From an optimization exercise on the open Yosys and OpenROAD flow, aimed at small area; shortcuts taken in it are not production practice.
The RTL was checked by simulation tests, not by an equivalence proof against the original design.
Power and IR drop assume default switching activity.

## rev 12
==> flow/design.v (excerpt) <==
module feature_pipeline
(
    input  logic        clk,
    input  logic        reset_n,
    input  logic        start,
    input  logic [15:0] accel_x,
    input  logic [15:0] accel_y,
    input  logic [15:0] accel_z,
    output logic [15:0] feature_mean,
    output logic [15:0] feature_std,
    output logic        feature_valid
);
    logic        sx, sy, sz;
    logic [15:0] ax, ay, az;
    logic [16:0] mag_raw;
    logic [15:0] mag_d, mag_q;      
    logic        en;
    logic        vld_q;
    logic [4:0]  cnt_q;
    logic        first;
    logic        load_q;
    logic [20:0] sum_q, sum_d, sum_g;
    logic [36:0] sq_q, sq_d, sq_t, nsq_g;  
    logic        sq_c_q, sq_c_d, sq_c_t, nsq_cg;  
    logic [15:0] nmag;
    logic [15:0] npp [16];
    logic [31:0] ex2;
    assign sx = accel_x[15];
    assign sy = accel_y[15];
    assign sz = accel_z[15];
    assign ax = accel_x ^ {16{sx}};
    assign ay = accel_y ^ {16{sy}};
  ...
clock: 10.0 ns
lec_check: 0
cap_margin: 20
core_margin: 2
core_utilization: 40
cts_buf_list: sky130_fd_sc_hd__clkbuf_8
gpl_timing_driven: 0
slew_margin: 20
synth_hierarchical: 1
standard.sh (not shown) runs the stock make flow with config.mk's settings and CLKGATE_MAP_FILE= SYNTH_SCRIPT=/design/flow/synth_recipe.tcl, a recipe that flattens the netlist after the stock synthesis.
==> flow/flow/run.sh <==
#!/bin/bash
set -euo pipefail
export BUFFER_PORTS_ARGS="-buffer_cell sky130_fd_sc_hd__buf_1"
export CTS_ARGS="-sink_clustering_enable -repair_clock_nets -dont_use_dummy_load -buf_list sky130_fd_sc_hd__clkbuf_8"
bash standard.sh > flow_make.log 2>&1
Setup changes, rev 12 to rev 13
--- a/flow/design.v
+++ b/flow/design.v
@@ -29,22 +29,34 @@
 );
     assign y = a ^ b;
 endmodule
 module fp_or
 (
     input  logic a,
     input  logic b,
     output logic y
 );
     assign y = a | b;
 endmodule
+module fp_mux3
+(
+    input  logic a,
+    input  logic sa,
+    input  logic b,
+    input  logic sb,
+    input  logic c,
+    input  logic sc,
+    output logic y
+);
+    assign y = (a & sa) | (b & sb) | (c & sc);
+endmodule
 module fp_ha
 (
     input  logic a,
     input  logic b,
     output logic s,
     output logic co
 );
     assign s  = a ^ b;
     assign co = a & b;
 endmodule
 module isqrt32
@@ -217,30 +229,33 @@
     assign ndiff[8] = rb_16;
     assign ndiff[9] = rb_18;
     assign ndiff[10] = rb_20;
     assign ndiff[11] = rb_22;
     assign ndiff[12] = rb_24;
     assign ndiff[13] = rb_26;
     assign ndiff[14] = rb_28;
     assign ndiff[15] = rb_30;
     assign ndiff[16] = rb_32;
     assign ndiff[17] = rb_34;
     assign diff_c = rb_35;
+    logic        sel_l, sel_a, sel_b;
+    logic [31:0] za, zb;
+    assign sel_l = load;
+    assign sel_a = ~load & phase_a;
+    assign sel_b = ~load & ~phase_a;
+    assign za    = {win[0], z_q[31:17], win[16:1]};
+    assign zb    = {z_q[29:16], 2'b00, z_q[13:0], z_q[31:30]};
+    for (genvar k = 0; k < 32; k++) begin : g_zmux
+        fp_mux3 u_zmux (.a(ex2[k]), .sa(sel_l), .b(za[k]), .sb(sel_a), .c(zb[k]), .sc(sel_b), .y(z_d[k]));
+    end
     always_comb begin
-        if (load) begin
-            z_d = ex2;
-        end else if (phase_a) begin
-            z_d = {win[0], z_q[31:17], win[16:1]};
-        end else begin
-            z_d = {z_q[29:16], 2'b00, z_q[13:0], z_q[31:30]};
-        end
         if (phase_a) begin
             nrem_d = ~{14'd0, win[16] & win[15], win[16] & ~win[15]};
             root_d = {15'd0, ge0};
         end else begin
             nrem_d = ge ? ndiff[15:0] : nrem_shift[15:0];
             root_d = {root_q[14:0], ge};
         end
         if (load)
             pcnt_d = 5'd0;
         else if (pcnt_q == 5'd31)
             pcnt_d = 5'd31;
### Flow results
- In the reports for rev 13 and rev 12, the larger internal power belongs to rev 13.
- Summary: cell area, rev 13 better than rev 12
- Combinational power, rev 13 vs rev 12: up by a little under 10%
- Compared to rev 12, the routing of rev 13 uses more wire.
- Lower hold slack goes to rev 12 over rev 13.
- Relative to rev 12, die extent in y has decreased by about 0.7% in rev 13.

---

the baseline:
Starting RTL as in the previous note.
clock: 10.0 ns
lec_check: 0
cap_margin: 20
core_margin: 2
core_utilization: 40
cts_buf_list: sky130_fd_sc_hd__clkbuf_8
slew_margin: 20
synth_hierarchical: 1
run.sh (not shown) runs the stock make flow with config.mk's settings and CLKGATE_MAP_FILE= SYNTH_SCRIPT=/design/flow/synth_recipe.tcl, a recipe that flattens the netlist after the stock synthesis.
Stock flow here: none of the scripts above is used.
Input changes introduced in the candidate (baseline for comparison: the baseline):
--- a/flow/design.v
+++ b/flow/design.v
@@ -31,18 +31,30 @@
 endmodule
 module fp_or
 (
     input  logic a,
     input  logic b,
     output logic y
 );
     assign y = a | b;
 endmodule
+module fp_mux3
+(
+    input  logic a,
+    input  logic sa,
+    input  logic b,
+    input  logic sb,
+    input  logic c,
+    input  logic sc,
+    output logic y
+);
+    assign y = (a & sa) | (b & sb) | (c & sc);
+endmodule
 module fp_ha
 (
     input  logic a,
     input  logic b,
     output logic s,
     output logic co
 );
     assign s  = a ^ b;
     assign co = a & b;
@@ -219,26 +231,29 @@
     assign ndiff[10] = rb_20;
     assign ndiff[11] = rb_22;
     assign ndiff[12] = rb_24;
     assign ndiff[13] = rb_26;
     assign ndiff[14] = rb_28;
     assign ndiff[15] = rb_30;
     assign ndiff[16] = rb_32;
     assign ndiff[17] = rb_34;
     assign diff_c = rb_35;
+    logic        sel_l, sel_a, sel_b;
+    logic [31:0] za, zb;
+    assign sel_l = load;
+    assign sel_a = ~load & phase_a;
+    assign sel_b = ~load & ~phase_a;
+    assign za    = {win[0], z_q[31:17], win[16:1]};
+    assign zb    = {z_q[29:16], 2'b00, z_q[13:0], z_q[31:30]};
+    for (genvar k = 0; k < 32; k++) begin : g_zmux
+        fp_mux3 u_zmux (.a(ex2[k]), .sa(sel_l), .b(za[k]), .sb(sel_a), .c(zb[k]), .sc(sel_b), .y(z_d[k]));
+    end
     always_comb begin
-        if (load) begin
-            z_d = ex2;
-        end else if (phase_a) begin
-            z_d = {win[0], z_q[31:17], win[16:1]};
-        end else begin
-            z_d = {z_q[29:16], 2'b00, z_q[13:0], z_q[31:30]};
-        end
         if (phase_a) begin
             nrem_d = ~{14'd0, win[16] & win[15], win[16] & ~win[15]};
             root_d = {15'd0, ge0};
         end else begin
             nrem_d = ge ? ndiff[15:0] : nrem_shift[15:0];
             root_d = {root_q[14:0], ge};
         end
         if (load)
             pcnt_d = 5'd0;
Notes after the runs:
The candidate does worse than the baseline on total design power.
The baseline and the candidate ended up with roughly the same routed wire length.
The least setup slack across all paths after layout in the candidate sits 86 ps below the value recorded for the baseline.
Per the comparison of the candidate with the baseline, number of vias in the routed layout went up; cell count went down; register-to-register slack dropped 90 ps; clock tree cell share of total cell area comparable; average vias per placed instance moved up.

-- re-timing with driven ports --
How much do the figures lean on ideal ports? The routed layouts below were timed once more, with nothing changed but the port constraints. Step 1 sets driving cells, clkbuf_16 on the clock port and buf_2 on the other inputs (assumed; they add their load-dependent delay and slew). Step 2 moves the port delays by t, midway between the first and last clock arrival at a register: inputs arrive t later, outputs are due t later. That takes back most of the time a late clock gives input paths. Slacks: ideal / step 1 / step 2; pairs: ideal / step 1.
run	t, ns	slack for setup (ns)	worst slew at a driven data input, ns
rev 12	0.470	0.337 / 0.337 / 0.054	0.03
rev 13	0.488	0.267 / 0.267 / 0.007	0.03
the baseline	0.494	0.521 / 0.521 / 0.277	0.04
the candidate	0.504	0.434 / 0.434 / 0.260	0.04
After both steps setup and hold are still met in every run listed. The setup slack of rev 12, which loses most, moves by 0.000 ns with the drivers and by -0.283 ns with both steps.
